Background: an optimization exercise with open tools, aiming at small area, a short achievable clock period and few clock cycles per item. Do not read the settings as production practice. Only simulation tests tie the RTL to the original design; equivalence was not proved. Power is estimated from default activity; no workload was simulated.

==> flow/design.v <==
package sigmoidPkg;
    localparam int DATA_W = 16;
    localparam int FRAC_W = 8;
    typedef logic signed [DATA_W-1:0] preAct_t;
    typedef logic [DATA_W-1:0] act_t;
    function automatic logic [7:0] sigmoidHalf(input logic [3:0] q, input logic [2:0] t);
        case ({q, t})
            7'd1: sigmoidHalf = 8'd6;   
            7'd2: sigmoidHalf = 8'd13;   
            7'd3: sigmoidHalf = 8'd19;   
            7'd4: sigmoidHalf = 8'd25;   
            7'd5: sigmoidHalf = 8'd31;   
            7'd8: sigmoidHalf = 8'd31;   
            7'd9: sigmoidHalf = 8'd37;   
            7'd10: sigmoidHalf = 8'd43;   
            7'd11: sigmoidHalf = 8'd49;   
            7'd12: sigmoidHalf = 8'd54;   
            7'd13: sigmoidHalf = 8'd59;   
            7'd16: sigmoidHalf = 8'd59;   
            7'd17: sigmoidHalf = 8'd64;   
            7'd18: sigmoidHalf = 8'd69;   
            7'd19: sigmoidHalf = 8'd73;   
            7'd20: sigmoidHalf = 8'd77;   
            7'd21: sigmoidHalf = 8'd81;   
            7'd24: sigmoidHalf = 8'd81;   
            7'd25: sigmoidHalf = 8'd85;   
            7'd26: sigmoidHalf = 8'd88;   
            7'd27: sigmoidHalf = 8'd92;   
            7'd28: sigmoidHalf = 8'd95;   
            7'd29: sigmoidHalf = 8'd97;   
            7'd32: sigmoidHalf = 8'd97;   
            7'd33: sigmoidHalf = 8'd100;   
            7'd34: sigmoidHalf = 8'd102;   
            7'd35: sigmoidHalf = 8'd105;   
            7'd36: sigmoidHalf = 8'd107;   
            7'd37: sigmoidHalf = 8'd109;   
            7'd40: sigmoidHalf = 8'd109;   
            7'd41: sigmoidHalf = 8'd110;   
            7'd42: sigmoidHalf = 8'd112;   
            7'd43: sigmoidHalf = 8'd113;   
            7'd44: sigmoidHalf = 8'd115;   
            7'd45: sigmoidHalf = 8'd116;   
            7'd48: sigmoidHalf = 8'd116;   
            7'd49: sigmoidHalf = 8'd117;   
            7'd50: sigmoidHalf = 8'd118;   
            7'd51: sigmoidHalf = 8'd119;   
            7'd52: sigmoidHalf = 8'd120;   
            7'd53: sigmoidHalf = 8'd120;   
            7'd56: sigmoidHalf = 8'd120;   
            7'd57: sigmoidHalf = 8'd121;   
            7'd58: sigmoidHalf = 8'd122;   
            7'd59: sigmoidHalf = 8'd122;   
            7'd60: sigmoidHalf = 8'd123;   
            7'd61: sigmoidHalf = 8'd123;   
            7'd64: sigmoidHalf = 8'd123;   
            7'd65: sigmoidHalf = 8'd124;   
            7'd66: sigmoidHalf = 8'd124;   
            7'd67: sigmoidHalf = 8'd125;   
            7'd68: sigmoidHalf = 8'd125;   
            7'd69: sigmoidHalf = 8'd125;   
            7'd72: sigmoidHalf = 8'd125;   
            7'd73: sigmoidHalf = 8'd125;   
            7'd74: sigmoidHalf = 8'd126;   
            7'd75: sigmoidHalf = 8'd126;   
            7'd76: sigmoidHalf = 8'd126;   
            7'd77: sigmoidHalf = 8'd126;   
            7'd80: sigmoidHalf = 8'd126;   
            7'd81: sigmoidHalf = 8'd126;   
            7'd82: sigmoidHalf = 8'd127;   
            7'd83: sigmoidHalf = 8'd127;   
            7'd84: sigmoidHalf = 8'd127;   
            7'd85: sigmoidHalf = 8'd127;   
            7'd88: sigmoidHalf = 8'd127;   
            7'd89: sigmoidHalf = 8'd127;   
            7'd90: sigmoidHalf = 8'd127;   
            7'd91: sigmoidHalf = 8'd127;   
            7'd92: sigmoidHalf = 8'd127;   
            7'd93: sigmoidHalf = 8'd128;   
            default: sigmoidHalf = 8'd0;
        endcase
    endfunction
endpackage
`timescale 1ns/1ps
module sigmoidLaneIn(x, s, d);
  input [15:0] x;
  wire [15:0] x;
  output s;
  wire s;
  output [7:0] d;
  wire [7:0] d;
  wire _108_;
  wire _109_;
  wire _110_;
  wire _111_;
  wire _112_;
  wire _113_;
  wire _114_;
  wire _115_;
  wire _116_;
  wire _117_;
  wire _118_;
  wire _119_;
  wire _120_;
  wire _121_;
  wire _122_;
  wire _123_;
  wire _124_;
  wire _125_;
  wire _126_;
  wire _127_;
  wire _128_;
  wire _129_;
  wire _130_;
  wire _131_;
  wire _132_;
  wire _133_;
  wire _134_;
  wire _135_;
  wire _136_;
  wire _137_;
  wire _138_;
  wire _139_;
  wire _140_;
  wire _141_;
  wire _142_;
  wire _143_;
  wire _144_;
  wire _145_;
  wire _146_;
  wire _147_;
  wire _148_;
  wire _149_;
  wire _150_;
  wire _151_;
  wire _152_;
  wire _153_;
  wire _154_;
  wire _155_;
  wire _156_;
  wire _157_;
  wire _158_;
  wire _159_;
  wire _160_;
  wire _161_;
  wire _162_;
  wire _163_;
  wire _164_;
  wire _165_;
  wire _166_;
  wire _167_;
  wire _168_;
  wire _169_;
  wire _170_;
  wire _171_;
  wire _172_;
  wire _173_;
  wire _174_;
  wire _175_;
  wire _176_;
  wire _177_;
  wire _178_;
  wire _179_;
  wire _180_;
  wire _181_;
  wire _182_;
  wire _183_;
  wire _184_;
  wire _185_;
  wire _186_;
  wire _187_;
  wire _188_;
  wire _189_;
  wire _190_;
  wire _191_;
  wire _192_;
  wire _193_;
  wire _194_;
  wire _195_;
  wire _196_;
  wire _197_;
  wire _198_;
  wire _199_;
  wire _200_;
  wire _201_;
  wire _202_;
  wire _203_;
  wire _204_;
  wire _205_;
  wire _206_;
  wire _207_;
  wire _208_;
  wire _209_;
  wire _210_;
  wire _211_;
  wire _212_;
  wire _213_;
  wire _214_;
  wire _215_;
  wire _216_;
  wire _217_;
  wire _218_;
  wire _219_;
  wire _220_;
  wire _221_;
  wire _222_;
  wire _223_;
  wire _224_;
  wire _225_;
  wire _226_;
  wire _227_;
  wire _228_;
  wire _229_;
  wire _230_;
  wire _231_;
  wire _232_;
  wire _233_;
  wire _234_;
  wire _235_;
  wire _236_;
  wire _237_;
  wire _238_;
  wire _239_;
  wire _240_;
  wire _241_;
  wire _242_;
  wire _243_;
  wire _244_;
  wire _245_;
  wire _246_;
  wire _247_;
  wire _248_;
  wire _249_;
  wire _250_;
  wire _251_;
  wire _252_;
  wire _253_;
  wire _254_;
  wire _255_;
  wire _256_;
  wire _257_;
  wire _258_;
  wire _259_;
  wire _260_;
  wire _261_;
  wire _262_;
  wire _263_;
  wire _264_;
  wire _265_;
  wire _266_;
  wire _267_;
  wire _268_;
  wire _269_;
  wire _270_;
  wire _271_;
  wire _272_;
  wire _273_;
  wire _274_;
  wire _275_;
  wire _276_;
  wire _277_;
  wire _278_;
  wire _279_;
  wire _280_;
  wire _281_;
  wire _282_;
  wire _283_;
  wire _284_;
  wire _285_;
  wire _286_;
  wire _287_;
  wire _288_;
  wire _289_;
  wire _290_;
  wire _291_;
  wire _292_;
  wire _293_;
  wire _294_;
  wire _295_;
  wire _296_;
  wire _297_;
  wire _298_;
  wire _299_;
  wire _300_;
  wire _301_;
  wire _302_;
  wire _303_;
  wire _304_;
  wire _305_;
  wire _306_;
  wire _307_;
  wire _308_;
  wire _309_;
  wire _310_;
  wire _311_;
  wire _312_;
  wire _313_;
  wire _314_;
  wire _315_;
  wire _316_;
  wire _317_;
  wire _318_;
  wire _319_;
  wire _320_;
  wire _321_;
  wire _322_;
  wire _323_;
  wire _324_;
  wire _325_;
  wire _326_;
  wire _327_;
  wire _328_;
  wire _329_;
  wire _330_;
  wire _331_;
  wire _332_;
  wire _333_;
  wire _334_;
  wire _335_;
  wire _336_;
  wire _337_;
  wire _338_;
  wire _339_;
  wire _340_;
  wire _341_;
  wire _342_;
  wire _343_;
  wire _344_;
  wire _345_;
  wire _346_;
  wire _347_;
  wire _348_;
  wire _349_;
  wire _350_;
  wire _351_;
  wire _352_;
  wire _353_;
  wire _354_;
  wire _355_;
  wire _356_;
  wire _357_;
  wire _358_;
  wire _359_;
  wire _360_;
  wire _361_;
  wire _362_;
  wire _363_;
  wire _364_;
  wire _365_;
  wire _366_;
  wire _367_;
  wire _368_;
  wire _369_;
  wire _370_;
  wire _371_;
  wire _372_;
  wire _373_;
  wire _374_;
  wire _375_;
  wire _376_;
  wire _377_;
  wire _378_;
  wire _379_;
  wire _380_;
  wire _381_;
  wire _382_;
  wire _383_;
  wire _384_;
  wire _385_;
  wire _386_;
  wire _387_;
  wire _388_;
  wire _389_;
  wire _390_;
  wire _391_;
  wire _392_;
  wire _393_;
  wire _394_;
  wire _395_;
  wire _396_;
  wire _397_;
  wire _398_;
  wire _399_;
  wire _400_;
  wire _401_;
  wire _402_;
  wire _403_;
  wire _404_;
  wire _405_;
  wire _406_;
  wire _407_;
  wire _408_;
  wire _409_;
  wire _410_;
  wire _411_;
  wire _412_;
  wire _413_;
  wire _414_;
  wire _415_;
  wire _416_;
  wire _417_;
  wire _418_;
  wire _419_;
  wire _420_;
  wire _421_;
  wire _422_;
  wire _423_;
  wire _424_;
  wire _425_;
  wire _426_;
  wire _427_;
  wire _428_;
  wire _429_;
  wire _430_;
  wire _431_;
  wire _432_;
  wire _433_;
  wire _434_;
  wire _435_;
  wire _436_;
  wire _437_;
  wire _438_;
  wire _439_;
  wire _440_;
  wire _441_;
  wire _442_;
  wire _443_;
  wire _444_;
  wire _445_;
  wire _446_;
  wire _447_;
  wire _448_;
  wire _449_;
  wire _450_;
  wire _451_;
  wire _452_;
  wire _453_;
  wire _454_;
  wire _455_;
  wire _456_;
  wire _457_;
  wire _458_;
  wire _459_;
  wire _460_;
  wire _461_;
  wire _462_;
  wire _463_;
  wire _464_;
  wire _465_;
  wire _466_;
  wire _467_;
  wire _468_;
  wire _469_;
  wire _470_;
  wire _471_;
  wire _472_;
  wire _473_;
  wire _474_;
  wire _475_;
  wire _476_;
  wire _477_;
  wire _478_;
  wire _479_;
  wire _480_;
  wire _000_;
  wire _001_;
  wire _002_;
  wire _003_;
  wire _004_;
  wire _005_;
  wire _006_;
  wire _007_;
  wire _008_;
  wire _009_;
  wire _010_;
  wire _011_;
  wire _012_;
  wire _013_;
  wire _014_;
  wire _015_;
  wire _016_;
  wire _017_;
  wire _018_;
  wire _019_;
  wire _020_;
  wire _021_;
  wire _022_;
  wire _023_;
  wire _024_;
  wire _025_;
  wire _026_;
  wire _027_;
  wire _028_;
  wire _029_;
  wire _030_;
  wire _031_;
  wire _032_;
  wire _033_;
  wire _034_;
  wire _035_;
  wire _036_;
  wire _037_;
  wire _038_;
  wire _039_;
  wire _040_;
  wire _041_;
  wire _042_;
  wire _043_;
  wire _044_;
  wire _045_;
  wire _046_;
  wire _047_;
  wire _048_;
  wire _049_;
  wire _050_;
  wire _051_;
  wire _052_;
  wire _053_;
  wire _054_;
  wire _055_;
  wire _056_;
  wire _057_;
  wire _058_;
  wire _059_;
  wire _060_;
  wire _061_;
  wire _062_;
  wire _063_;
  wire _064_;
  wire _065_;
  wire _066_;
  wire _067_;
  wire _068_;
  wire _069_;
  wire _070_;
  wire _071_;
  wire _072_;
  wire _073_;
  wire _074_;
  wire _075_;
  wire _076_;
  wire _077_;
  wire _078_;
  wire _079_;
  wire _080_;
  wire _081_;
  wire _082_;
  wire _083_;
  wire _084_;
  wire _085_;
  wire _086_;
  wire _087_;
  wire _088_;
  wire _089_;
  wire _090_;
  wire _091_;
  wire _092_;
  wire _093_;
  wire _094_;
  wire _095_;
  wire _096_;
  wire _097_;
  wire _098_;
  wire _099_;
  wire _100_;
  wire _101_;
  wire _102_;
  wire _103_;
  wire _104_;
  wire _105_;
  wire _106_;
  wire _107_;
  assign _108_ = x[0] & x[1];
  assign _109_ = _108_ & x[2];
  assign _110_ = _109_ | x[4];
  assign _033_ = _110_ | x[3];
  assign _034_ = ~ x[6];
  assign _111_ = ~ _033_;
  assign _112_ = ~ _034_;
  assign _113_ = ~ x[5];
  assign _114_ = _111_ | _112_;
  assign _035_ = _114_ | _113_;
  assign _115_ = _116_ & _117_;
  assign _116_ = ~ x[1];
  assign _117_ = ~ x[2];
  assign _118_ = ~ x[4];
  assign _119_ = ~ x[3];
  assign _120_ = _115_ | _118_;
  assign _036_ = _120_ | _119_;
  assign _037_ = ~ x[5];
  assign _121_ = ~ _036_;
  assign _122_ = ~ x[6];
  assign _123_ = ~ _037_;
  assign _124_ = _121_ | _122_;
  assign _038_ = _124_ | _123_;
  assign _125_ = ~ _035_;
  assign _126_ = ~ _038_;
  assign _039_ = _125_ | _126_;
  assign _040_ = ~ _039_;
  assign _127_ = _128_ & _129_;
  assign _128_ = ~ x[3];
  assign _129_ = ~ x[2];
  assign _130_ = ~ x[5];
  assign _041_ = _127_ | _130_;
  assign _131_ = _132_ & _133_;
  assign _132_ = ~ x[0];
  assign _133_ = ~ x[1];
  assign _134_ = ~ x[3];
  assign _135_ = ~ x[2];
  assign _136_ = _131_ | _134_;
  assign _042_ = _136_ | _135_;
  assign _137_ = _139_ & _140_;
  assign _138_ = _141_ & _142_;
  assign _139_ = ~ _042_;
  assign _140_ = ~ x[4];
  assign _141_ = ~ _037_;
  assign _142_ = ~ x[4];
  assign _043_ = _137_ | _138_;
  assign _143_ = _145_ & _146_;
  assign _144_ = _147_ & _148_;
  assign _145_ = ~ x[4];
  assign _146_ = ~ _043_;
  assign _147_ = ~ _041_;
  assign _148_ = ~ _043_;
  assign _044_ = _143_ | _144_;
  assign _149_ = ~ _040_;
  assign _150_ = ~ _044_;
  assign _045_ = _149_ | _150_;
  assign _046_ = ~ _045_;
  assign _047_ = ~ x[7];
  assign _048_ = ~ x[8];
  assign _151_ = ~ _047_;
  assign _152_ = ~ _048_;
  assign _049_ = _151_ | _152_;
  assign _153_ = ~ x[7];
  assign _154_ = ~ x[8];
  assign _050_ = _153_ | _154_;
  assign _155_ = ~ _049_;
  assign _156_ = ~ _050_;
  assign _051_ = _155_ | _156_;
  assign _157_ = ~ _034_;
  assign _158_ = ~ _047_;
  assign _052_ = _157_ | _158_;
  assign _159_ = ~ x[6];
  assign _160_ = ~ x[7];
  assign _053_ = _159_ | _160_;
  assign _161_ = ~ _052_;
  assign _162_ = ~ _053_;
  assign _054_ = _161_ | _162_;
  assign _055_ = ~ _054_;
  assign _056_ = _163_ & _164_;
  assign _163_ = ~ _051_;
  assign _164_ = ~ _055_;
  assign _165_ = ~ _046_;
  assign _166_ = ~ _056_;
  assign _057_ = _165_ | _166_;
  assign _167_ = x[8] & _169_;
  assign _168_ = _170_ & x[9];
  assign _169_ = ~ x[9];
  assign _170_ = ~ x[8];
  assign _058_ = _167_ | _168_;
  assign _059_ = _171_ & _172_;
  assign _171_ = ~ x[9];
  assign _172_ = ~ x[10];
  assign _060_ = ~ x[9];
  assign _061_ = ~ x[10];
  assign _062_ = _173_ & _174_;
  assign _173_ = ~ _060_;
  assign _174_ = ~ _061_;
  assign _063_ = _175_ & _176_;
  assign _175_ = ~ _059_;
  assign _176_ = ~ _062_;
  assign _177_ = _179_ & _180_;
  assign _178_ = _181_ & _182_;
  assign _179_ = ~ _057_;
  assign _180_ = ~ _063_;
  assign _181_ = ~ _058_;
  assign _182_ = ~ _063_;
  assign _064_ = _177_ | _178_;
  assign _065_ = ~ x[15];
  assign _183_ = ~ _065_;
  assign _184_ = ~ _048_;
  assign _066_ = _183_ | _184_;
  assign _185_ = ~ x[15];
  assign _186_ = ~ x[8];
  assign _067_ = _185_ | _186_;
  assign _187_ = ~ _066_;
  assign _188_ = ~ _067_;
  assign _068_ = _187_ | _188_;
  assign _069_ = ~ _068_;
  assign _189_ = _190_ & _191_;
  assign _190_ = ~ _054_;
  assign _191_ = ~ _069_;
  assign _192_ = ~ _046_;
  assign _070_ = _189_ | _192_;
  assign _071_ = _193_ & _194_;
  assign _193_ = ~ _069_;
  assign _194_ = ~ _040_;
  assign _072_ = ~ _051_;
  assign _073_ = _195_ & _196_;
  assign _195_ = ~ _054_;
  assign _196_ = ~ _072_;
  assign _197_ = _199_ & _200_;
  assign _198_ = _201_ & _202_;
  assign _199_ = ~ _071_;
  assign _200_ = ~ _056_;
  assign _201_ = ~ _073_;
  assign _202_ = ~ _056_;
  assign _074_ = _197_ | _198_;
  assign _075_ = _203_ & _204_;
  assign _203_ = ~ _044_;
  assign _204_ = ~ _039_;
  assign _205_ = _207_ & _208_;
  assign _206_ = x[15] & x[6];
  assign _207_ = ~ x[15];
  assign _208_ = ~ x[6];
  assign _076_ = _205_ | _206_;
  assign _209_ = ~ _075_;
  assign _210_ = ~ _076_;
  assign _077_ = _209_ | _210_;
  assign _211_ = ~ _070_;
  assign _212_ = ~ _074_;
  assign _213_ = ~ _077_;
  assign _214_ = _211_ | _212_;
  assign _078_ = _214_ | _213_;
  assign _079_ = _215_ & _216_;
  assign _215_ = ~ _051_;
  assign _216_ = ~ _040_;
  assign _080_ = ~ _079_;
  assign _217_ = ~ _078_;
  assign _218_ = ~ _080_;
  assign _081_ = _217_ | _218_;
  assign _219_ = x[8] & _221_;
  assign _220_ = _222_ & x[10];
  assign _221_ = ~ x[10];
  assign _222_ = ~ x[8];
  assign _082_ = _219_ | _220_;
  assign _083_ = ~ _082_;
  assign _223_ = ~ _081_;
  assign _224_ = ~ _083_;
  assign _084_ = _223_ | _224_;
  assign _225_ = _227_ & _228_;
  assign _226_ = x[15] & x[10];
  assign _227_ = ~ x[15];
  assign _228_ = ~ x[10];
  assign _085_ = _225_ | _226_;
  assign _229_ = _231_ & _232_;
  assign _230_ = _233_ & _234_;
  assign _231_ = ~ _080_;
  assign _232_ = ~ _085_;
  assign _233_ = ~ _055_;
  assign _234_ = ~ _085_;
  assign _086_ = _229_ | _230_;
  assign _087_ = ~ _056_;
  assign _088_ = ~ _058_;
  assign _235_ = ~ _088_;
  assign _236_ = ~ _055_;
  assign _089_ = _235_ | _236_;
  assign _090_ = ~ _063_;
  assign _237_ = _239_ & _240_;
  assign _238_ = _241_ & _242_;
  assign _239_ = ~ _087_;
  assign _240_ = ~ _090_;
  assign _241_ = ~ _089_;
  assign _242_ = ~ _090_;
  assign _091_ = _237_ | _238_;
  assign _092_ = ~ _091_;
  assign _093_ = ~ _076_;
  assign _094_ = _243_ & _244_;
  assign _243_ = ~ _055_;
  assign _244_ = ~ _093_;
  assign _245_ = ~ _092_;
  assign _246_ = ~ _094_;
  assign _095_ = _245_ | _246_;
  assign _247_ = _249_ & _250_;
  assign _248_ = x[15] & x[9];
  assign _249_ = ~ x[15];
  assign _250_ = ~ x[9];
  assign _096_ = _247_ | _248_;
  assign _251_ = _252_ & _253_;
  assign _252_ = ~ _069_;
  assign _253_ = ~ _093_;
  assign _254_ = ~ _089_;
  assign _097_ = _251_ | _254_;
  assign _255_ = _256_ & _257_;
  assign _256_ = ~ _051_;
  assign _257_ = ~ _068_;
  assign _258_ = ~ _088_;
  assign _098_ = _255_ | _258_;
  assign _259_ = _263_ & _264_;
  assign _260_ = _265_ & _266_;
  assign _261_ = _267_ & _268_;
  assign _262_ = _269_ & _270_;
  assign _263_ = ~ _056_;
  assign _264_ = ~ _097_;
  assign _265_ = ~ _056_;
  assign _266_ = ~ _098_;
  assign _267_ = ~ _096_;
  assign _268_ = ~ _097_;
  assign _269_ = ~ _096_;
  assign _270_ = ~ _098_;
  assign _271_ = _259_ | _260_;
  assign _272_ = _271_ | _261_;
  assign _099_ = _272_ | _262_;
  assign _273_ = _277_ & _278_;
  assign _274_ = _273_ & _279_;
  assign _275_ = _280_ & _281_;
  assign _276_ = _275_ & _282_;
  assign _277_ = ~ _099_;
  assign _278_ = ~ _045_;
  assign _279_ = ~ _091_;
  assign _280_ = ~ _094_;
  assign _281_ = ~ _045_;
  assign _282_ = ~ _091_;
  assign _100_ = _274_ | _276_;
  assign _283_ = _095_ & _075_;
  assign _284_ = _283_ & _099_;
  assign _101_ = _284_ | _100_;
  assign _285_ = _286_ & _287_;
  assign _102_ = _285_ & _288_;
  assign _286_ = ~ x[15];
  assign _287_ = ~ x[11];
  assign _288_ = ~ _062_;
  assign _289_ = _290_ & _291_;
  assign _103_ = _289_ & _292_;
  assign _290_ = ~ x[12];
  assign _291_ = ~ x[13];
  assign _292_ = ~ x[14];
  assign _293_ = ~ x[15];
  assign _294_ = ~ x[11];
  assign _104_ = _293_ | _294_;
  assign _295_ = ~ x[12];
  assign _296_ = ~ x[13];
  assign _297_ = ~ x[14];
  assign _298_ = _295_ | _296_;
  assign _105_ = _298_ | _297_;
  assign _299_ = _300_ & _301_;
  assign _106_ = _299_ & _302_;
  assign _300_ = ~ _104_;
  assign _301_ = ~ _105_;
  assign _302_ = ~ _059_;
  assign _303_ = _305_ & _306_;
  assign _304_ = _307_ & _308_;
  assign _305_ = ~ _102_;
  assign _306_ = ~ _106_;
  assign _307_ = ~ _103_;
  assign _308_ = ~ _106_;
  assign _107_ = _303_ | _304_;
  assign _309_ = _312_ & _313_;
  assign _310_ = _314_ & _315_;
  assign _311_ = _316_ & _317_;
  assign _312_ = ~ _084_;
  assign _313_ = ~ _107_;
  assign _314_ = ~ _086_;
  assign _315_ = ~ _107_;
  assign _316_ = ~ _101_;
  assign _317_ = ~ _107_;
  assign _318_ = _309_ | _310_;
  assign _000_ = _318_ | _311_;
  assign d[7] = ~ _000_;
  assign d[6] = _319_ & _320_;
  assign _319_ = ~ _064_;
  assign _320_ = ~ d[7];
  assign _321_ = ~ _045_;
  assign _322_ = ~ _072_;
  assign _323_ = ~ _083_;
  assign _324_ = _321_ | _322_;
  assign _001_ = _324_ | _323_;
  assign _002_ = _325_ & _326_;
  assign _325_ = ~ _055_;
  assign _326_ = ~ _045_;
  assign _327_ = _331_ & _332_;
  assign _328_ = _333_ & _334_;
  assign _329_ = _335_ & _336_;
  assign _330_ = _337_ & _338_;
  assign _331_ = ~ _051_;
  assign _332_ = ~ _040_;
  assign _333_ = ~ _051_;
  assign _334_ = ~ _097_;
  assign _335_ = ~ _068_;
  assign _336_ = ~ _040_;
  assign _337_ = ~ _068_;
  assign _338_ = ~ _097_;
  assign _339_ = _327_ | _328_;
  assign _340_ = _339_ | _329_;
  assign _003_ = _340_ | _330_;
  assign _341_ = _343_ & _344_;
  assign _342_ = _345_ & _346_;
  assign _343_ = ~ _002_;
  assign _344_ = ~ _063_;
  assign _345_ = ~ _003_;
  assign _346_ = ~ _063_;
  assign _004_ = _341_ | _342_;
  assign _347_ = _349_ & _350_;
  assign _348_ = _351_ & _352_;
  assign _349_ = ~ _001_;
  assign _350_ = ~ d[7];
  assign _351_ = ~ _004_;
  assign _352_ = ~ d[7];
  assign d[5] = _347_ | _348_;
  assign _005_ = ~ _002_;
  assign _006_ = _353_ & _354_;
  assign _353_ = ~ _069_;
  assign _354_ = ~ _093_;
  assign _007_ = _355_ & _356_;
  assign _355_ = ~ _051_;
  assign _356_ = ~ _068_;
  assign _357_ = _358_ & _359_;
  assign _358_ = ~ _006_;
  assign _359_ = ~ _007_;
  assign _360_ = ~ _045_;
  assign _008_ = _357_ | _360_;
  assign _361_ = ~ _005_;
  assign _362_ = ~ _008_;
  assign _009_ = _361_ | _362_;
  assign _363_ = ~ _057_;
  assign _364_ = ~ _090_;
  assign _010_ = _363_ | _364_;
  assign _011_ = ~ _010_;
  assign _012_ = _365_ & _366_;
  assign _365_ = ~ _088_;
  assign _366_ = ~ _003_;
  assign _367_ = _371_ & _372_;
  assign _368_ = _367_ & _373_;
  assign _369_ = _374_ & _375_;
  assign _370_ = _369_ & _376_;
  assign _371_ = ~ _009_;
  assign _372_ = ~ _012_;
  assign _373_ = ~ d[7];
  assign _374_ = ~ _011_;
  assign _375_ = ~ _012_;
  assign _376_ = ~ d[7];
  assign d[4] = _368_ | _370_;
  assign _377_ = _378_ & _379_;
  assign _378_ = ~ _054_;
  assign _379_ = ~ _079_;
  assign _380_ = ~ _098_;
  assign _013_ = _377_ | _380_;
  assign _014_ = _381_ & _382_;
  assign _381_ = ~ _096_;
  assign _382_ = ~ _013_;
  assign _383_ = _387_ & _388_;
  assign _384_ = _383_ & _389_;
  assign _385_ = _390_ & _391_;
  assign _386_ = _385_ & _392_;
  assign _387_ = ~ _078_;
  assign _388_ = ~ _014_;
  assign _389_ = ~ d[7];
  assign _390_ = ~ _011_;
  assign _391_ = ~ _014_;
  assign _392_ = ~ d[7];
  assign d[3] = _384_ | _386_;
  assign _015_ = ~ _094_;
  assign _393_ = ~ _075_;
  assign _394_ = ~ _015_;
  assign _016_ = _393_ | _394_;
  assign _395_ = _396_ & _397_;
  assign _396_ = ~ _040_;
  assign _397_ = ~ _055_;
  assign _398_ = ~ _082_;
  assign _399_ = ~ _016_;
  assign _400_ = _395_ | _398_;
  assign _017_ = _400_ | _399_;
  assign _401_ = _013_ & _068_;
  assign _402_ = _096_ & _017_;
  assign _018_ = _401_ | _402_;
  assign _403_ = _405_ & _406_;
  assign _404_ = _407_ & _408_;
  assign _405_ = ~ _009_;
  assign _406_ = ~ _018_;
  assign _407_ = ~ _014_;
  assign _408_ = ~ _018_;
  assign _019_ = _403_ | _404_;
  assign _409_ = _411_ & _412_;
  assign _410_ = _413_ & _414_;
  assign _411_ = ~ _045_;
  assign _412_ = ~ _079_;
  assign _413_ = ~ _073_;
  assign _414_ = ~ _079_;
  assign _020_ = _409_ | _410_;
  assign _415_ = ~ _020_;
  assign _416_ = ~ _005_;
  assign _021_ = _415_ | _416_;
  assign _417_ = ~ _021_;
  assign _418_ = ~ _068_;
  assign _419_ = ~ _092_;
  assign _420_ = _417_ | _418_;
  assign _022_ = _420_ | _419_;
  assign _023_ = ~ _022_;
  assign _421_ = _422_ & _423_;
  assign d[2] = _421_ & _424_;
  assign _422_ = ~ _019_;
  assign _423_ = ~ _023_;
  assign _424_ = ~ d[7];
  assign _425_ = _427_ & _428_;
  assign _426_ = _429_ & _430_;
  assign _427_ = ~ _015_;
  assign _428_ = ~ _096_;
  assign _429_ = ~ _088_;
  assign _430_ = ~ _096_;
  assign _024_ = _425_ | _426_;
  assign _431_ = ~ _039_;
  assign _432_ = ~ _094_;
  assign _025_ = _431_ | _432_;
  assign _433_ = ~ _024_;
  assign _434_ = ~ _016_;
  assign _435_ = ~ _025_;
  assign _436_ = _433_ | _434_;
  assign _026_ = _436_ | _435_;
  assign _437_ = _054_ & _439_;
  assign _438_ = _440_ & _075_;
  assign _439_ = ~ _075_;
  assign _440_ = ~ _054_;
  assign _027_ = _437_ | _438_;
  assign _441_ = _442_ & _443_;
  assign _442_ = ~ _027_;
  assign _443_ = ~ _019_;
  assign _444_ = ~ _011_;
  assign _028_ = _441_ | _444_;
  assign _445_ = _447_ & _448_;
  assign _446_ = _445_ & _449_;
  assign _447_ = ~ _083_;
  assign _448_ = ~ _003_;
  assign _449_ = ~ _023_;
  assign _450_ = ~ _026_;
  assign _451_ = ~ _028_;
  assign _452_ = _446_ | _450_;
  assign _029_ = _452_ | _451_;
  assign d[1] = _453_ & _454_;
  assign _453_ = ~ d[7];
  assign _454_ = ~ _029_;
  assign _455_ = ~ _080_;
  assign _456_ = ~ _085_;
  assign _030_ = _455_ | _456_;
  assign _457_ = _093_ & _071_;
  assign _458_ = _096_ & _071_;
  assign _459_ = _093_ & _030_;
  assign _460_ = _096_ & _030_;
  assign _461_ = _457_ | _458_;
  assign _462_ = _461_ | _459_;
  assign _031_ = _462_ | _460_;
  assign _032_ = _463_ & _464_;
  assign _463_ = ~ _031_;
  assign _464_ = ~ _101_;
  assign _465_ = _471_ & _472_;
  assign _466_ = _465_ & _473_;
  assign _467_ = _474_ & _475_;
  assign _468_ = _467_ & _476_;
  assign _469_ = _477_ & _478_;
  assign _470_ = _469_ & _479_;
  assign _471_ = ~ _084_;
  assign _472_ = ~ _107_;
  assign _473_ = ~ _032_;
  assign _474_ = ~ _086_;
  assign _475_ = ~ _107_;
  assign _476_ = ~ _032_;
  assign _477_ = ~ _022_;
  assign _478_ = ~ _107_;
  assign _479_ = ~ _032_;
  assign _480_ = _466_ | _468_;
  assign d[0] = _480_ | _470_;
  assign s = x[15];
endmodule
module sigmoidLaneOut (
    input  logic       s,
    input  logic [7:0] d,
    output logic [8:0] result
);
    logic [7:0] lower;
    logic or01;
    logic or23;
    logic or45;
    logic or03;
    assign or01 = d[0] | d[1];
    assign or23 = d[2] | d[3];
    assign or45 = d[4] | d[5];
    assign or03 = or01 | or23;
    assign lower[0] = 1'b0;
    assign lower[1] = d[0];
    assign lower[2] = or01;
    assign lower[3] = or01 | d[2];
    assign lower[4] = or03;
    assign lower[5] = or03 | d[4];
    assign lower[6] = or03 | or45;
    assign lower[7] = or03 | or45 | d[6];
    assign result[6:0] = d[6:0] ^ ({7{s}} & lower[6:0]);
    assign result[7] = ~(d[7] ^ (s & lower[7]));
    assign result[8] = ~s & d[7];
endmodule
`timescale 1ns/1ps
module sigmoidLayer #(
    parameter int NUM_LANES = 10
) (
    input  logic                                 clk,
    input  logic                                 rst,
    input  logic                                 inValid,
    output logic                                 inReady,
    input  sigmoidPkg::preAct_t [NUM_LANES-1:0] inData,
    output logic                                 outValid,
    input  logic                                 outReady,
    output sigmoidPkg::act_t [NUM_LANES-1:0]    outData
);
    logic sNext [NUM_LANES];
    logic [7:0] dNext [NUM_LANES];
    logic sReg [NUM_LANES];
    logic [7:0] dReg [NUM_LANES];
    logic [8:0] res [NUM_LANES];
    logic accept;
    assign inReady = !outValid || outReady;
    assign accept = inValid && inReady;
    always_ff @(posedge clk) begin
        if (rst) begin
            outValid <= 1'b0;
        end else if (inReady) begin
            outValid <= inValid;
        end
    end
    for (genvar i = 0; i < NUM_LANES; i++) begin : genLane
        sigmoidLaneIn laneIn (
            .x(inData[i]),
            .s(sNext[i]),
            .d(dNext[i])
        );
        always_ff @(posedge clk) begin
            if (accept) begin
                sReg[i] <= sNext[i];
                dReg[i] <= dNext[i];
            end
        end
        sigmoidLaneOut laneOut (
            .s(sReg[i]),
            .d(dReg[i]),
            .result(res[i])
        );
        assign outData[i] = {7'd0, res[i]};
    end
endmodule
==> flow/flow/run.sh <==
#!/bin/bash
# Standard synthesis, then the combinational logic re-mapped by ABC for area (registers kept
# as the standard synthesis made them), then the standard layout from floorplan to finish.
set -euo pipefail
W=$(pwd)
R=$W/orfs/results/${FLOW_PLATFORM}/sigmoidLayer/base
L=$W/orfs/logs/${FLOW_PLATFORM}/sigmoidLayer/base
LIB=$FLOW_HOME/platforms/${FLOW_PLATFORM}/lib/sky130_fd_sc_hd__tt_025C_1v80.lib

# 1. The standard synthesis
bash standard.sh $R/1_2_yosys.v > $W/log_1_synth.txt 2>&1
cp $R/1_2_yosys.v $W/std_1_2_yosys.v

# 2. Re-map the combinational cells for area
python3 $W/flow/mkmap.py $LIB $W/comb_cells.v > $W/log_2_mkmap.txt 2>&1
DONTUSE=$(grep -o -- "-dont_use [A-Za-z0-9_]*" $L/1_2_yosys.log | sort -u | tr '\n' ' ')
if [[ -f $W/flow/remap.abc ]]; then
  cp $W/flow/remap.abc $W/remap.abc
else
  printf 'strash\ndch -f\nmap -a\ntopo\nstime -p\n' > $W/remap.abc
fi
# The logic from the registers to the outputs may get its own (faster) mapping first
OUTPASS=""
if [[ -f $W/flow/remap_out.abc ]]; then
  cp $W/flow/remap_out.abc $W/remap_out.abc
  OUTPASS="select -set oc o:outData %ci*:-sky130_fd_sc_hd__edfxtp_1
abc -liberty $LIB $DONTUSE -script $W/remap_out.abc @oc
select -clear"
fi
# One remap per seed of the area script (4 at a time); keep the smallest
SEEDS=${REMAP_SEEDS:-$(cat $W/flow/remap_seeds 2>/dev/null || echo 1)}
for S in $SEEDS; do
  sed "s/-S [0-9]*/-S $S/" $W/remap.abc > $W/remap_s$S.abc
  cat > $W/remap_s$S.ys <<EOS
read_liberty -lib $LIB
read_verilog $W/std_1_2_yosys.v
hierarchy -top $FLOW_TOP
techmap -map $W/comb_cells.v
techmap
opt -purge
$OUTPASS
abc -liberty $LIB $DONTUSE -script $W/remap_s$S.abc
opt_clean -purge
hilomap -singleton -hicell sky130_fd_sc_hd__conb_1 HI -locell sky130_fd_sc_hd__conb_1 LO
insbuf -buf sky130_fd_sc_hd__buf_4 A X
splitnets
opt_clean -purge
tee -o $W/remap_s$S.stat stat -liberty $LIB
write_verilog -noattr -noexpr -nohex -nodec $W/remap_s$S.v
EOS
  yosys -s $W/remap_s$S.ys > $W/log_2_remap_s$S.txt 2>&1 &
  while (( $(jobs -r | wc -l) >= 4 )); do sleep 1; done
done
wait
BEST=""; BESTA=""
for S in $SEEDS; do
  A=$(grep -o "Chip area for module .*: [0-9.]*" $W/remap_s$S.stat | awk '{print $NF}')
  echo "seed $S area $A" >> $W/log_2_remap_pick.txt
  if [[ -z "$BEST" ]] || python3 -c "import sys; sys.exit(0 if $A < $BESTA else 1)"; then BEST=$S; BESTA=$A; fi
done
echo "picked seed $BEST area $BESTA" >> $W/log_2_remap_pick.txt
cp $W/remap_s$BEST.v $W/remap_1_2_yosys.v
cp $W/remap_1_2_yosys.v $R/1_2_yosys.v
touch $R/1_2_yosys.v

if [[ -f $W/flow/skip_tie_fanout ]]; then export SKIP_REPAIR_TIE_FANOUT=1; fi
export BUFFER_PORTS_ARGS="-buffer_cell ${PORT_BUFFER:-sky130_fd_sc_hd__buf_1}"
bash standard.sh > $W/log_3_layout.txt 2>&1
==> flow/flow/mkmap.py <==
#!/usr/bin/env python3
# Writes a Yosys techmap file turning each combinational liberty cell into its logic function.
import re, sys
lib = open(sys.argv[1]).read()
out = open(sys.argv[2], 'w')
pos = 0
cells = []
for m in re.finditer(r'\n\s*cell\s*\(\s*"?(\w+)"?\s*\)\s*\{', lib):
    cells.append((m.group(1), m.start()))
cells.append((None, len(lib)))
n = 0
for (name, s), (_, e) in zip(cells, cells[1:]):
    body = lib[s:e]
    if re.search(r'\n\s*(ff|latch|statetable)\s*\(', body):
        continue
    pins = []
    for pm in re.finditer(r'\n\s*pin\s*\(\s*"?(\w+)"?\s*\)\s*\{', body):
        pb = body[pm.end():pm.end() + 4000]
        # cut at next pin
        nxt = re.search(r'\n\s*pin\s*\(', pb)
        if nxt: pb = pb[:nxt.start()]
        d = re.search(r'direction\s*:\s*"?(\w+)"?', pb)
        f = re.search(r'\bfunction\s*:\s*"([^"]*)"', pb)
        pins.append((pm.group(1), d.group(1) if d else None, f.group(1) if f else None))
    outs = [p for p in pins if p[1] == 'output']
    ins = [p for p in pins if p[1] == 'input']
    if not outs or any(o[2] is None for o in outs):
        continue
    ports = [p[0] for p in ins] + [o[0] for o in outs]
    out.write(f"module {name} ({', '.join(ports)});\n")
    for p in ins: out.write(f"  input {p[0]};\n")
    for o in outs:
        fn = o[2].replace('!', '~')
        fn = re.sub(r'\b1\b', "1'b1", fn); fn = re.sub(r'\b0\b', "1'b0", fn)
        out.write(f"  output {o[0]};\n  assign {o[0]} = {fn};\n")
    out.write("endmodule\n\n")
    n += 1
print(n, "cells")
==> flow/flow/remap.abc <==
strash
&get -n
&deepsyn -S 1 -T 120
&put
dch -f
map -D 1200
topo
stime -p
==> flow/flow/remap_out.abc <==
strash
dch -f
map -D 700
topo
stime -p
==> flow/flow/remap_seeds <==
1 2 3 4
==> flow/flow/skip_tie_fanout <==
tie cells: one for all constant outputs
==> flow/standard.sh <==
#!/bin/bash
# synth_recipe.tcl (not shown) runs the flow's synth.tcl, then flattens the netlist and writes it again
# the make line also repeats each setting of config.mk as NAME=value (left out here)
make -C /OpenROAD-flow-scripts/flow DESIGN_CONFIG=/design/flow/config.mk WORK_HOME=/design/flow/orfs CLKGATE_MAP_FILE= SYNTH_SCRIPT=/design/flow/synth_recipe.tcl "${@:-finish}"
==> flow/config.mk <==
export PLATFORM = sky130hd
export DESIGN_NAME = sigmoidLayer
export DESIGN_NICKNAME = sigmoidLayer
export VERILOG_FILES = /design/flow/design.v
export SDC_FILE = /design/flow/constraint.sdc
export NUM_CORES = 4
export LEC_CHECK = 0
export CAP_MARGIN = 20
export CORE_MARGIN = 2
export CORE_UTILIZATION = 40
export CTS_BUF_LIST = sky130_fd_sc_hd__clkbuf_8
export GPL_TIMING_DRIVEN = 1
export PLACE_DENSITY = 0.6
export SETUP_SLACK_MARGIN = 1.7
export SLEW_MARGIN = 20
==> flow/constraint.sdc <==
create_clock -name core_clock -period 4.5 [get_ports {clk}]
set_input_delay 0.9000 -clock core_clock [delete_from_list [all_inputs] [get_ports {clk}]]
set_output_delay 0.9000 -clock core_clock [all_outputs]
set_load 0.01 [all_outputs]
==> results of run 1 <==
==> worst max-delay path, delay by kind of cell, from the launching register on <==
kind,cells,cell delay [ns]
compound gates,4,0.84
buf+inv,1,0.12
flops,1,0.43
simple gates,2,0.10
==> registers in the layout, summed over array words and instances, names as in the netlist <==
name	count
dReg	80
sReg	10
outValid	1
==> final cells by class <==
class                      instances  share of cell area [%]
clock buffer                       9                    1.00
inverter                         208                    6.52
clock inverter                     7                   0.668
multi-input combinational       1241                    55.4
timing repair buffer             301                    10.9
antenna                            1                  0.0202
sequential                        91                    22.0
tap                              335                    3.39
==> worst paths after layout <==
check	startpoint	to	slack [ns]	depth (start not counted)
max reg2reg	outValid	dReg[6][4]	3.17	2
max	dReg[0][1]	outData[7]	1.72	7
min reg2reg	outValid	outValid	0.54	2
min	outValid	outValid	0.54	2
==> power by group <==
group          leakage [nW]  internal [mW]  switching [mW]
clock                0.0988          0.267           0.338
sequential            0.879          0.986          0.0471
combinational          3.53          0.435           0.834
total                  4.51           1.69            1.22
==> what timing repair did <==
action / in CTS / in global routing
gates cloned: 0 / 0
pin swaps: 6 / 29
endpoints found under the hold margin: 0 / 0
buffers inserted: 20 / 24
resized for setup: 42 / 88
endpoints found under the setup margin: 38 / 93
==> through the flow <==
stage,power (mW),cells,util (%)
floorplan,1.89,1620,-
global placement,2.22,2132,43.9
detailed placement,2.21,2132,43.9
CTS,2.86,2168,45.8
global route,3.12,2192,47.4
finish,2.91,2193,47.4
==> per-layer routing <==
layer	global-route usage [%]	part of all wire (%)	vias to the layer above
met5	0	0.14	-
met3	3.54	7.0	50
met1	27.9	45	5348
met2	34.6	47	441
met4	5.40	1.6	6
li1	-	-	6014
==> impl_metrics.py, run 1 <==
metrics = {
    "timing": {
        "setup-tns-final_ns": 0,
        "worstMarginPinSlew_ns": 0.634,
        "drv_slew": 0,
        "finalCriticalPeriod_ns": 2.78,
        "fin_crit_sh_pct": 61.8,
        "final-hold-violation-count": 0,
        "fin_hold_ws_ns": 0.539,
        "timing.fmax_ghz": 0.360,
        "max_slew_margin_pct": 57.2,
        "clock_skew_ns": 0.0130,
        "grt_setup_unrepaired": "yes",
        "setup_viol": 0,
        "worst_slack_ns": 1.72,
    },
    "finish": {
        "final_common_cell": "nand2_1",
        "fillCellCount": 2691,
        "layout-drive-gt1-share_pct": 10.6,
        "ff_latch_area_sq_um": 2720,
        "layout.nets": 2016,
        "final_area_sq_um": 12400,
        "syn_to_final_growth_pct": 16.5,
        "final_cell_mix": "nand2_1, buf_1, nor2_1",
        "multi_input_area_sq_um": 6850,
    },
    "route": {
        "vias": 11900,
        "drtIter0Drc": 770,
        "firstDrtPassIters": 8,
        "ant_nets": 0,
        "wirelength_um": 30300,
        "drc_errors": 0,
        "viasPerCell": 5.41,
        "wire_per_inst_um": 13.8,
    },
    "critical_path": {
        "critPathLaunchType": "register",
        "crit_fanout": 3,
        "slowest_delay_ns": 0.43,
        "crit_chain": "o41ai_2, o21ai_1, a21oi_2, o21ai_1, nand2_1, nand2_1, clkbuf_2",
        "critPathKind": "register to output port",
        "end_kind": "output port",
        "cp_slowest_cell": "edfxtp_1",
        "crit_arrival_ns": 1.88,
        "worstPathRequired_ns": 3.60,
    },
    "power": {
        "p_per_area_nw_per_um2": 235,
        "p_leak_nw": 4.51,
        "vdd_drop_max_mv": 0.158,
    },
    "floorplan": {
        "die_w_um": 167,
        "chipHeight_um": 167,
        "start_util_pct": 40.7,
        "ioPinCount": 326,
        "die-area_sq_um": 27800,
        "fp-row-count": 59,
        "fp.coreArea_sq_um": 26100,
    },
    "synth": {
        "yosysWarnings": 8,
        "netlist_instances": 1620,
        "synth_nets": 1784,
        "syn_area_sq_um": 10600,
        "synth.avg_cell_area_sq_um": 6.55,
    },
    "global_route": {
        "grt_pass1_wl_um": 49200,
        "antenna_found_initial": 4,
        "track_usage_pct": 20.8,
        "grt_max_degree": 91,
        "overflow": 0,
        "grt_pass1_vias": 10500,
    },
    "cts": {
        "path_clk_slew_ns": 0.11,
        "ctsRootBufferMaster": "clkbuf_8",
        "hold_buffers": 0,
        "clock_latency_ns": 0.38,
        "cts_tree": "done",
        "htree_levels": 3,
        "cts_max_path_buffers": 2,
        "cts_made_buffers": 9,
        "clock-sinks": 91,
    },
    "placement": {
        "place_area_sq_um": 11400,
        "dp_hpwl_um": 24000,
        "port_buffers": 255,
        "gp_congestion": 0.961,
        "pre_cts_ws_ns": 1.08,
    },
    "run": {
        "max_cap_viol_count": 0,
    },
    "status": {
        "outcome": "finished clean",
    },
    "min_path": {
        "hp-class": "register to register",
    },
}
Testbench counts, summed over its fixed seeds: cycles 16,008, beats 16,000.
==> inputs of run 2 (changes only) <==
==> flow/flow/remap_out.abc (replaced) <==
strash
dch -f
map -D 500
topo
stime -p
--- a/flow/config.mk
+++ b/flow/config.mk
@@ -11,3 +11,2 @@
 export CTS_BUF_LIST = sky130_fd_sc_hd__clkbuf_8
-export GPL_TIMING_DRIVEN = 1
 export PLACE_DENSITY = 0.6
==> run 2 against run 1 <==
Still clean on timing, DRC and antenna. Fmax grew 3.3%. Sequential power is essentially flat. Area after synthesis increased by 2.3%. Critical path depth is 3 higher. Count of clock-buffer cells in the layout unchanged. Core utilization is 2.1 points lower. Via count up 1.6%. Setup slack better by 0.089 ns. Cell count grew 1.7%. Largest power group unchanged. Highest routed layer unchanged.
==> impl_metrics.py, run 2 <==
metrics = {
    "status": {
        "outcome": "finished clean",
    },
    "floorplan": {
        "ioPinCount": 326,
        "chipHeight_um": 169,
        "fp.coreArea_sq_um": 26800,
        "die-area_sq_um": 28500,
        "die_w_um": 169,
        "start_util_pct": 40.5,
        "fp-row-count": 60,
    },
    "power": {
        "p_leak_nw": 4.39,
        "total_power_mw": 2.78,
        "vdd_drop_max_mv": 0.160,
        "p_per_area_nw_per_um2": 228,
    },
    "synth": {
        "synth_nets": 1848,
        "syn_area_sq_um": 10900,
        "yosysWarnings": 8,
        "synth.avg_cell_area_sq_um": 6.45,
        "netlist_instances": 1684,
    },
    "finish": {
        "syn_to_final_growth_pct": 12.0,
        "stdcell_count": 2231,
        "fillCellCount": 2798,
        "layout-drive-gt1-share_pct": 6.30,
        "final_cell_mix": "nand2_1, buf_1, clkinv_1",
        "final_common_cell": "nand2_1",
        "top_register": "dReg",
        "final_area_sq_um": 12200,
        "largest_reg_flops": 80,
        "top_regs": "dReg: 80 flops, sReg: 10 flops, outValid: 1 flops",
        "ff_latch_area_sq_um": 2720,
        "layout.nets": 2048,
        "multi_input_area_sq_um": 6890,
    },
    "global_route": {
        "grt_most_used_layer": "met2",
        "grt_max_degree": 71,
        "use_met3_pct": 3.67,
        "grt_util_met1_pct": 26.7,
        "antenna_found_initial": 1,
        "grt_pass1_vias": 10900,
        "grt_use_met2_pct": 37.3,
        "track_usage_pct": 21.5,
        "overflow": 0,
        "grt_pass1_wl_um": 51000,
    },
    "critical_path": {
        "slowest_delay_ns": 0.32,
        "crit_chain": "buf_1, or2_2, nand2_1, nor2_2, a22oi_1, o211ai_1, a32oi_2, nor2_1, o211ai_1, a31oi_1",
        "cp_slowest_cell": "or2_2",
        "reg2reg_depth": 2,
        "worstPathRequired_ns": 4.62,
        "critPathKind": "input pin to register",
        "cpMostUsedCell": "o211ai_1",
        "end_kind": "register",
        "critPathLaunchType": "input pin",
        "crit_fanout": 7,
        "crit_arrival_ns": 2.81,
    },
    "timing": {
        "worstMarginPinSlew_ns": 0.684,
        "setup_viol": 0,
        "drv_slew": 0,
        "max_slew_margin_pct": 54.4,
        "final-hold-violation-count": 0,
        "timing.fmax_ghz": 0.372,
        "clock_skew_ns": 0.0106,
        "fin_crit_sh_pct": 59.8,
        "setup-tns-final_ns": 0,
        "grt_setup_unrepaired": "yes",
        "finalCriticalPeriod_ns": 2.69,
    },
    "route": {
        "wirelength_um": 31200,
        "vias": 12000,
        "viasPerCell": 5.40,
        "firstDrtPassIters": 5,
        "drtIter0Drc": 726,
        "drc_errors": 0,
        "wire_per_inst_um": 14.0,
        "ant_nets": 0,
    },
    "min_path": {
        "holdPathStages": 2,
        "hp-class": "register to register",
    },
    "placement": {
        "gp_congestion": 0.949,
        "dp.cells": 2206,
        "dp_hpwl_um": 25900,
        "port_buffers": 255,
        "place_area_sq_um": 11700,
    },
    "cts": {
        "cts_made_buffers": 9,
        "clock-sinks": 91,
        "htree_levels": 3,
        "cts_tree": "done",
        "ctsRootBufferMaster": "clkbuf_8",
        "cts_max_path_buffers": 2,
        "path_clk_slew_ns": 0.10,
        "clock_latency_ns": 0.37,
    },
    "run": {
        "max_cap_viol_count": 0,
    },
}
-- run 2: final cells by class --
class                      count  area share [%]
clock buffer                   9            1.02
clock inverter                 7           0.483
multi-input combinational   1287            56.6
tap                          341            3.51
timing repair buffer         269            8.84
inverter                     226            7.15
antenna                        1          0.0206
sequential                    91            22.4
-- run 2: repair_timing --
item | 4_1_cts | 5_1_grt
hold buffers | 0 | 0
gates resized for setup | 7 | 57
buffers inserted | 0 | 8
pin swaps | 0 | 4
setup endpoints to repair | 18 | 75
-- run 2: through the flow --
step | hold slack (ns) | utilization (%) | worst slack [ns]
floorplan | 0.609 | - | 1.65
global placement | 0.528 | 43.7 | 1.21
detailed placement | 0.537 | 43.7 | 1.17
CTS | 0.552 | 44.5 | 1.70
global route | 0.582 | 45.4 | 1.66
finish | 0.547 | 45.4 | 1.81
-- run 2: worst paths after layout --
| check | slack (ns) | from | endpoint |
|---|---|---|---|
| max | 1.81 | inData[8] | dReg[0][3] |
| min | 0.55 | outValid | outValid |
| max reg2reg | 3.06 | outValid | dReg[6][2] |
| min reg2reg | 0.55 | outValid | outValid |
-- run 2: where the power goes --
group / total (mW) / internal (mW) / leakage (nW) / switching, mW
combinational: 1.22 / 0.398 / 3.42 / 0.824
clock: 0.518 / 0.211 / 0.0942 / 0.308
sequential: 1.04 / 0.986 / 0.879 / 0.0495
-- run 2: metal layers --
layer,up-vias,part of all wire (%)
met2,453,48
li1,6199,-
met1,5336,42
met5,-,0.016
met4,2,2.7
met3,57,7.2
-- run 2: worst max-delay path, delay by kind of cell --
family	cells	cell delay [ns]
AOI/OAI and AO/OA	5	0.97
and+or+nand+nor	4	0.77
buffers and inverters	1	0.16
==> inputs of run 3 (changes only) <==
--- a/flow/config.mk
+++ b/flow/config.mk
@@ -9,5 +9,6 @@
 export CORE_MARGIN = 2
-export CORE_UTILIZATION = 40
+export CORE_UTILIZATION = 55
 export CTS_BUF_LIST = sky130_fd_sc_hd__clkbuf_8
-export PLACE_DENSITY = 0.6
+export CTS_CLUSTER_SIZE = 30
+export PLACE_DENSITY = 0.65
 export SETUP_SLACK_MARGIN = 1.7
==> run 3 against run 2 <==
Clock power down 5.0%. Non-clock buffer count down 8. Power down 1.5%. Worst hold slack worse by 0.0077 ns. Die area down 27%. Area after synthesis unchanged. Fmax up 0.47%. Global-route usage up 6.0 points. Synthesized cell count unchanged. Wire length down 1.6%. Count of clock-buffer cells in the layout unchanged. Critical endpoint is now dReg[6][1]. Largest cell class unchanged.
==> impl_metrics.py, run 3 <==
metrics = {
    "status": {
        "outcome": "finished clean",
    },
    "power": {
        "p_per_area_nw_per_um2": 228,
        "p_leak_nw": 4.34,
        "total_power_mw": 2.73,
        "vdd_drop_max_mv": 0.133,
    },
    "timing": {
        "grt_setup_unrepaired": "yes",
        "max_slew_margin_pct": 42.8,
        "clock_skew_ns": 0.0147,
        "setup_viol": 0,
        "drv_slew": 0,
        "fin_hold_ws_ns": 0.540,
        "finalCriticalPeriod_ns": 2.68,
        "timing.fmax_ghz": 0.373,
        "final-hold-violation-count": 0,
        "setup-tns-final_ns": 0,
        "fin_crit_sh_pct": 59.5,
        "worstMarginPinSlew_ns": 0.858,
        "worst_slack_ns": 1.82,
    },
    "global_route": {
        "track_usage_pct": 27.5,
        "grt_pass1_vias": 10500,
        "antenna_found_initial": 1,
        "grt_pass1_wl_um": 47100,
        "overflow": 0,
        "grt_max_degree": 91,
    },
    "floorplan": {
        "start_util_pct": 56.0,
        "fp-row-count": 51,
        "fp.coreArea_sq_um": 19400,
        "die-area_sq_um": 20900,
        "ioPinCount": 326,
        "die_w_um": 145,
        "chipHeight_um": 145,
    },
    "finish": {
        "top_register": "dReg",
        "stdcell_count": 2147,
        "largest_reg_flops": 80,
        "multi_input_area_sq_um": 6880,
        "syn_to_final_growth_pct": 10.3,
        "top_regs": "dReg: 80 flops, sReg: 10 flops, outValid: 1 flops",
        "fin_util_pct": 61.8,
        "layout-drive-gt1-share_pct": 5.64,
        "ff_latch_area_sq_um": 2720,
        "fillCellCount": 1902,
        "final_area_sq_um": 12000,
        "final_cell_mix": "nand2_1, buf_1, clkinv_1",
        "final_common_cell": "nand2_1",
        "layout.nets": 2040,
    },
    "placement": {
        "pre_cts_ws_ns": 0.950,
        "dp.cells": 2125,
        "place_area_sq_um": 11600,
        "port_buffers": 255,
        "dp_hpwl_um": 24300,
        "gp_congestion": 0.991,
    },
    "cts": {
        "clock_latency_ns": 0.39,
        "cts_tree": "done",
        "ctsRootBufferMaster": "clkbuf_8",
        "cts_max_path_buffers": 2,
        "htree_levels": 3,
        "path_clk_slew_ns": 0.10,
        "cts_made_buffers": 9,
        "clock-sinks": 91,
    },
    "route": {
        "drc_errors": 0,
        "viasPerCell": 5.71,
        "firstDrtPassIters": 5,
        "wirelength_um": 30700,
        "wire_per_inst_um": 14.3,
        "vias": 12300,
        "drtIter0Drc": 805,
        "ant_nets": 0,
    },
    "synth": {
        "syn_area_sq_um": 10900,
        "yosysWarnings": 8,
        "netlist_instances": 1684,
        "synth.avg_cell_area_sq_um": 6.45,
        "synth_nets": 1848,
    },
    "critical_path": {
        "end_kind": "register",
        "crit_arrival_ns": 2.91,
        "worstPathRequired_ns": 4.73,
        "critPathKind": "input pin to register",
        "crit_fanout": 7,
        "critPathLaunchType": "input pin",
    },
    "min_path": {
        "hp-class": "register to register",
    },
    "run": {
        "max_cap_viol_count": 0,
    },
}
[run 3: worst max-delay path, cell delays in order]
cell	delay, ns
clkbuf_2	0.18
xor2_2	0.29
clkinv_1	0.24
and2_2	0.26
nor2_1	0.25
clkinv_1	0.15
a31oi_1	0.14
o21ai_0	0.16
nand2_1	0.11
nand3_1	0.08
a21oi_1	0.15
[run 3: cell type report]
cell class	count	area share, %
antenna	1	0.0209
clock buffer	9	1.03
clock inverter	7	0.219
inverter	226	7.29
tap	265	2.77
sequential	91	22.7
multi-input combinational	1287	57.4
timing repair buffer	261	8.52
[run 3: per-layer routing]
layer | vias to the layer above | track usage, % | part of all wire [%]
li1 | 6166 | - | -
met1 | 5510 | 32.6 | 41
met2 | 501 | 49.3 | 49
met3 | 78 | 5.03 | 7.3
met4 | 0 | 10.6 | 2.6
met5 | - | 0 | 0
[run 3: path summary, 6_finish.rpt]
path / start / endpoint / slack [ns] / cells past startpoint
min reg2reg: outValid / outValid / 0.54 / 2
max reg2reg: outValid / dReg[6][4] / 2.93 / 2
max: inData[103] / dReg[6][1] / 1.82 / 11
min: outValid / outValid / 0.54 / 2
[run 3: repair_timing]
| action | in CTS | in global routing |
|---|---|---|
| cloned | 0 | 0 |
| setup endpoints to repair | 19 | 64 |
| hold buffers | 0 | 0 |
| pin swaps | 0 | 2 |
| resized for setup | 9 | 52 |
| buffers inserted | 0 | 5 |
[run 3: power breakdown]
part	total (mW)	leakage, nW	switching [mW]	internal [mW]
logic	1.21	3.38	0.817	0.389
registers	1.04	0.879	0.0496	0.987
clock network	0.492	0.0794	0.304	0.188
total	2.73	4.34	1.17	1.56
==> inputs of run 4 (changes only) <==
--- a/flow/config.mk
+++ b/flow/config.mk
@@ -11,3 +11,2 @@
 export CTS_BUF_LIST = sky130_fd_sc_hd__clkbuf_8
-export CTS_CLUSTER_SIZE = 30
 export PLACE_DENSITY = 0.65
==> run 4 against run 3 <==
Critical path type unchanged. Area after synthesis unchanged. Core utilization did not move. Critical endpoint unchanged. Largest power group unchanged. Fmax stayed put. Via count did not move. Power stayed put. First-iteration DRC count did not move. Clock power is essentially flat. Final area is the same. Sequential power hardly changed. Still clean. Non-clock buffer count is the same. Largest cell class unchanged. Highest routed layer unchanged.
==> impl_metrics.py, run 4 <==
metrics = {
    "cts": {
        "cts_made_buffers": 9,
        "clock-sinks": 91,
        "hold_buffers": 0,
        "cts_max_path_buffers": 2,
        "cts_tree": "done",
        "clock_latency_ns": 0.39,
        "ctsRootBufferMaster": "clkbuf_8",
        "htree_levels": 3,
        "path_clk_slew_ns": 0.10,
    },
    "placement": {
        "gp_congestion": 0.991,
        "dp_hpwl_um": 24300,
        "port_buffers": 255,
    },
    "critical_path": {
        "r2r-start": "outValid",
        "cp_slowest_cell": "xor2_2",
        "critPathKind": "input pin to register",
        "worstPathRequired_ns": 4.73,
        "startpoint": "inData[103]",
        "crit_chain": "clkbuf_2, xor2_2, clkinv_1, and2_2, nor2_1, clkinv_1, a31oi_1, o21ai_0, nand2_1, nand3_1, a21oi_1",
        "cpMostUsedCell": "clkinv_1",
        "slowest_delay_ns": 0.29,
        "crit_fanout": 7,
        "rrSetupSlack_ns": 2.93,
        "end_kind": "register",
        "critPathLaunchType": "input pin",
        "crit_arrival_ns": 2.91,
    },
    "route": {
        "drc_errors": 0,
        "wirelength_um": 30700,
        "viasPerCell": 5.71,
        "ant_nets": 0,
        "drtIter0Drc": 805,
        "vias": 12300,
        "wire_per_inst_um": 14.3,
        "firstDrtPassIters": 5,
    },
    "min_path": {
        "holdCritStartpoint": "outValid",
        "hp-class": "register to register",
    },
    "finish": {
        "final_common_cell": "nand2_1",
        "layout.nets": 2040,
        "top_regs": "dReg: 80 flops, sReg: 10 flops, outValid: 1 flops",
        "top_register": "dReg",
        "fillCellCount": 1902,
        "syn_to_final_growth_pct": 10.3,
        "final_cell_mix": "nand2_1, buf_1, clkinv_1",
        "largest_reg_flops": 80,
        "layout-drive-gt1-share_pct": 5.64,
    },
    "global_route": {
        "grt_pass1_wl_um": 47100,
        "overflow": 0,
        "track_usage_pct": 27.5,
        "antenna_found_initial": 1,
        "grt_pass1_vias": 10500,
        "grt_max_degree": 91,
    },
    "timing": {
        "grt_setup_unrepaired": "yes",
        "drv_slew": 0,
        "finalCriticalPeriod_ns": 2.68,
        "fin_crit_sh_pct": 59.5,
        "final-hold-violation-count": 0,
        "max_slew_margin_pct": 42.8,
        "timing.fmax_ghz": 0.373,
        "worstMarginPinSlew_ns": 0.858,
        "clock_skew_ns": 0.0147,
        "setup-tns-final_ns": 0,
        "setup_viol": 0,
    },
    "power": {
        "p_leak_nw": 4.34,
        "p_per_area_nw_per_um2": 228,
        "total_power_mw": 2.73,
        "vdd_drop_max_mv": 0.133,
    },
    "synth": {
        "syn_area_sq_um": 10900,
        "netlist_instances": 1684,
        "yosysWarnings": 8,
        "synth_nets": 1848,
        "synth.avg_cell_area_sq_um": 6.45,
    },
    "run": {
        "max_cap_viol_count": 0,
    },
    "floorplan": {
        "chipHeight_um": 145,
        "fp.coreArea_sq_um": 19400,
        "fp-row-count": 51,
        "start_util_pct": 56.0,
        "die_w_um": 145,
        "die-area_sq_um": 20900,
        "ioPinCount": 326,
    },
    "status": {
        "outcome": "finished clean",
    },
}
run 4: worst max-delay path: cells and delay by family:
kind | cells | cell delay (ns)
and+or+nand+nor | 4 | 0.70
buffers and inverters | 3 | 0.57
AOI/OAI and AO/OA | 3 | 0.45
xor gates and xnor gates | 1 | 0.29
run 4: per-stage QoR:
stage,worst slack [ns],instances,instance area [sq um],util [%],hold slack (ns)
global route,1.68,2147,12000,61.8,0.574
detailed placement,0.950,2125,11600,59.7,0.527
finish,1.82,2147,12000,61.8,0.540
floorplan,1.65,1684,10900,-,0.609
CTS,1.67,2141,11800,60.6,0.541
global placement,1.10,2125,11600,59.7,0.518
run 4: where the power goes:
| part | total (mW) | switching, mW | leakage, nW | internal, mW |
|---|---|---|---|---|
| logic | 1.21 | 0.817 | 3.38 | 0.389 |
| clock network | 0.492 | 0.304 | 0.0794 | 0.188 |
| registers | 1.04 | 0.0496 | 0.879 | 0.987 |
run 4: layout make-up:
class	instances	area (sq um)	share of cell area (%)
flip-flops and latches	91	2720	22.7
multi-input cells	1287	6880	57.4
inverters	226	873	7.29
clock inverters	7	26.3	0.219
diodes	1	2.50	0.0209
repair buffers	261	1020	8.52
clock buffers	9	124	1.03
well taps	265	332	2.77
run 4: routing by layer:
| metal | part of all wire [%] | routed length [um] | global-route usage, % | up-vias |
|---|---|---|---|---|
| met5 | 0 | 0 | 0 | - |
| met1 | 41 | 12500 | 32.6 | 5510 |
| li1 | - | - | - | 6166 |
| met4 | 2.6 | 804 | 10.6 | 0 |
| met2 | 49 | 15100 | 49.3 | 501 |
| met3 | 7.3 | 2250 | 5.03 | 78 |
run 4: worst paths after layout:
check	endpoint	cells after the start
max	dReg[6][1]	11
min reg2reg	outValid	2
max reg2reg	dReg[6][4]	2
min	outValid	2
run 4: timing repair:
| item | CTS | global route |
|---|---|---|
| pin swaps | 0 | 2 |
| setup buffers | 0 | 5 |
| setup endpoints to repair | 19 | 64 |
| cloned | 0 | 0 |
| resized for setup | 9 | 52 |

-- port drivers added, routing unchanged --
Ports are ideal in the flow. The routed layouts listed here were re-timed in OpenROAD. Step 1 assumes that a clkbuf_16 drives the clock port and a buf_2 every other input. Step 2 adds t to the input delays and takes it off the output delays; t is the mean of the earliest and latest rising clock arrival at the registers after step 1. Input paths then give back, and output paths get back, about the clock's delay inside the block. a / b / c = ideal ports / drivers / drivers and shift; a / b = the first two.
| run | t (ns) | setup WS [ns] | worst data-port slew with drivers (ns) |
|---|---|---|---|
| run 1 | 0.416 | 1.720 / 1.677 / 1.418 | 0.07 |
| run 2 | 0.414 | 1.809 / 1.771 / 1.415 | 0.09 |
| run 3 | 0.416 | 1.822 / 1.786 / 1.408 | 0.09 |
| run 4 | 0.416 | 1.822 / 1.786 / 1.408 | 0.09 |
After both steps setup and hold are still met in every run listed.
